What follows belongs to an exercise in optimizing a design on an open flow for small area, a short achievable clock period and few clock cycles; a production flow would make more cautious choices. Where RTL was checked, it was by simulation tests only, not by an equivalence proof against the original.

// chirp_gen
module chirp_gen #(
  parameter int PRECISION = 32,
  parameter int SYM_W     = 12
) (
  input  logic                       clk,
  input  logic                       rst,
  input  logic                       sym_valid,
  output logic                       sym_ready,
  input  logic [SYM_W-1:0]           sym_value,
  input  logic [CHIRP_TYPE_SIZE-1:0] chirp_type,
  input  logic [3:0]                 sf,
  input  logic [PRECISION-1:0]       bw_sr,
  input  logic [PRECISION-1:0]       phase_inc,
  input  logic [PRECISION-1:0]       symbol_size,
  output logic                       out_valid,
  input  logic                       out_ready,
  output logic [PRECISION-1:0]       phase_out,
  output logic [PRECISION-1:0]       freq_out,
  output logic                       sym_done
);
Size in the first run: about 1900 cells after synthesis, about 190 I/O pins, roughly 17000 sq um of cells after synthesis.
clock: 9.0 ns
lec_check: 0
cap_margin: 20
core_margin: 2
core_utilization: 40
slew_margin: 20
run.sh (not shown) runs the stock make flow with config.mk's settings and CLKGATE_MAP_FILE= SYNTH_SCRIPT=/design/flow/synth_recipe.tcl, a recipe that flattens the netlist after the stock synthesis.
The starting point completed with no timing, DRC or antenna violations.
Then changed:
- SETUP_SLACK_MARGIN: not set -> 5
The changed run went through all stages and came out clean.
First-iteration DRC count rises by 17%.
Wire length rises by 4.8%.
Global-route usage rises by 1.0 points.
Then changed:
- ABC_CLOCK_PERIOD_IN_PS: not set -> 3000
- SETUP_SLACK_MARGIN: 5 -> not set
Outcome: The new run completed with no timing, DRC or antenna violations; wire length came out lower by 4.6%; non-clock buffer count shrinks by 48; via count drops by 3.1%; global-route usage shrinks by 1.0 points; sequential share of layout area is higher by 1.4 points; utilization is lower by 2.8 points; sequential cell count does not change; die area does not change.
No functional check of the RTL was part of any run of this note.

* * *

Another version of the RTL of chirp_gen (not shown whole).
Size: about 170 flip-flops, ~190 I/O pins, roughly 14000 um^2 of cells after synthesis.
clock: 9.0 ns
lec_check: 0
cap_margin: 20
core_margin: 2
core_utilization: 45
cts_buf_list: sky130_fd_sc_hd__clkbuf_4 sky130_fd_sc_hd__clkbuf_8
setup_slack_margin: 5
slew_margin: 20
standard.sh (not shown) runs the stock make flow with config.mk's settings and CLKGATE_MAP_FILE= SYNTH_SCRIPT=/design/flow/synth_recipe.tcl, a recipe that flattens the netlist after the stock synthesis.
==> flow/flow/run.sh <==
#!/bin/bash
# Standard layout, with plain buf_1 cells as the port buffers.
export BUFFER_PORTS_ARGS="-buffer_cell sky130_fd_sc_hd__buf_1"
bash standard.sh > standard.log 2>&1
Then changed:
Settings changed: CORE_UTILIZATION 45 to 50.
Result: Clock skew stays flat. Design area drops by 0.62%.
No run of this note included a check of the RTL's function; only the layout flow was run.

* * *

Another version of the RTL of chirp_gen (not shown whole).
Size: about 170 flip-flops, about 0.015 mm² of cells after synthesis.
Settings: LEC_CHECK=0, CAP_MARGIN=20, CORE_MARGIN=2, CORE_UTILIZATION=50, SETUP_SLACK_MARGIN=5, SLEW_MARGIN=20; clock period 9.0 ns.
Scripts as last shown in full above: flow/flow/run.sh
The first run finished with timing, DRC and antenna clean.
Testbench counts at the start, summed over its fixed seeds: cycles 66,537.
Then changed:
CTS_BUF_LIST = sky130_fd_sc_hd__clkbuf_4 sky130_fd_sc_hd__clkbuf_8   (was unset)
Result: Die area does not change. Worst hold slack barely changes. Final cell count hardly moves. Worst setup slack improved by 0.13 ns. Area after synthesis stays the same. Synthesized cell count does not change. Final area fell by 1.3%.

* * *

== the previous run ==
Another version of the RTL of chirp_gen (not shown whole).
For scale: ~1,600 cells after synthesis, roughly 190 I/O pins, about 0.014 mm² of cells after synthesis.
Settings: LEC_CHECK=0, CAP_MARGIN=20, CORE_MARGIN=2, CORE_UTILIZATION=55, CTS_BUF_LIST=sky130_fd_sc_hd__clkbuf_4 sky130_fd_sc_hd__clkbuf_8 sky130_fd_sc_hd__clkbuf_16, SETUP_SLACK_MARGIN=5, SLEW_MARGIN=20; clock period 9.0 ns.
Scripts as last shown in full above: flow/flow/run.sh
Modified inputs, the current run compared to the previous run
Settings: CORE_UTILIZATION: 55 -> 50.
Re count of plain and timing-repair buffers in the layout: the current run and the previous run aren't equal, and the higher value belongs to the previous run.
Final routed wirelength across all metal layers: the current run > the previous run
Final setup TNS essentially unchanged between the previous run and the current run.
No run of this note included a check of the RTL's function; only the layout flow was run.

==> separate check: timing with driven ports <==
In the flow no input, the clock included, has a driving cell. The finished layouts below were timed again as built, in two steps.
Step 1 sets driving cells, clkbuf_16 on the clock port and buf_2 on the other inputs (assumed; they add their load-dependent delay and slew).
Step 2 adds t to the input delays and takes it off the output delays; t is the mean of the earliest and latest rising clock arrival at the registers after step 1. Input paths then give back, and output paths get back, about the clock's delay inside the block.
Three values: ideal ports, drivers, drivers and shift; two values: the first two.
run | shift t [ns] | setup WS [ns] | hold WS [ns] | clock arrival spread, ns | worst register clock-pin slew, ns
the first run of note 1 | 0.507 | 0.962 / 0.962 / 0.962 | 0.472 / 0.472 / 0.472 | 0.014 / 0.014 | 0.07 / 0.07
the second run of note 1 | 0.513 | 2.850 / 2.850 / 2.850 | 0.486 / 0.486 / 0.486 | 0.012 / 0.012 | 0.07 / 0.07
the third run of note 1 | 0.507 | 0.962 / 0.962 / 0.962 | 0.472 / 0.472 / 0.472 | 0.014 / 0.014 | 0.07 / 0.07
the first run of note 2 | 0.538 | 5.001 / 5.001 / 4.611 | 0.471 / 0.471 / 0.471 | 0.020 / 0.020 | 0.11 / 0.11
the second run of note 2 | 0.540 | 5.059 / 5.059 / 4.733 | 0.478 / 0.478 / 0.478 | 0.019 / 0.020 | 0.11 / 0.11
the first run of note 3 | 0.505 | 4.955 / 4.955 / 4.724 | 0.484 / 0.484 / 0.484 | 0.012 / 0.012 | 0.08 / 0.08
the second run of note 3 | 0.555 | 5.081 / 5.081 / 4.604 | 0.483 / 0.483 / 0.483 | 0.017 / 0.016 | 0.11 / 0.11
the previous run | 0.491 | 5.149 / 5.112 / 4.688 | 0.497 / 0.497 / 0.497 | 0.017 / 0.017 | 0.08 / 0.08
the current run | 0.491 | 5.050 / 5.072 / 4.581 | 0.494 / 0.494 / 0.494 | 0.016 / 0.016 | 0.09 / 0.09
After both steps setup and hold are still met in every run listed. For the second run of note 3, which loses most, drivers alone change the setup slack by 0.000 ns; drivers and shift together by -0.477 ns.
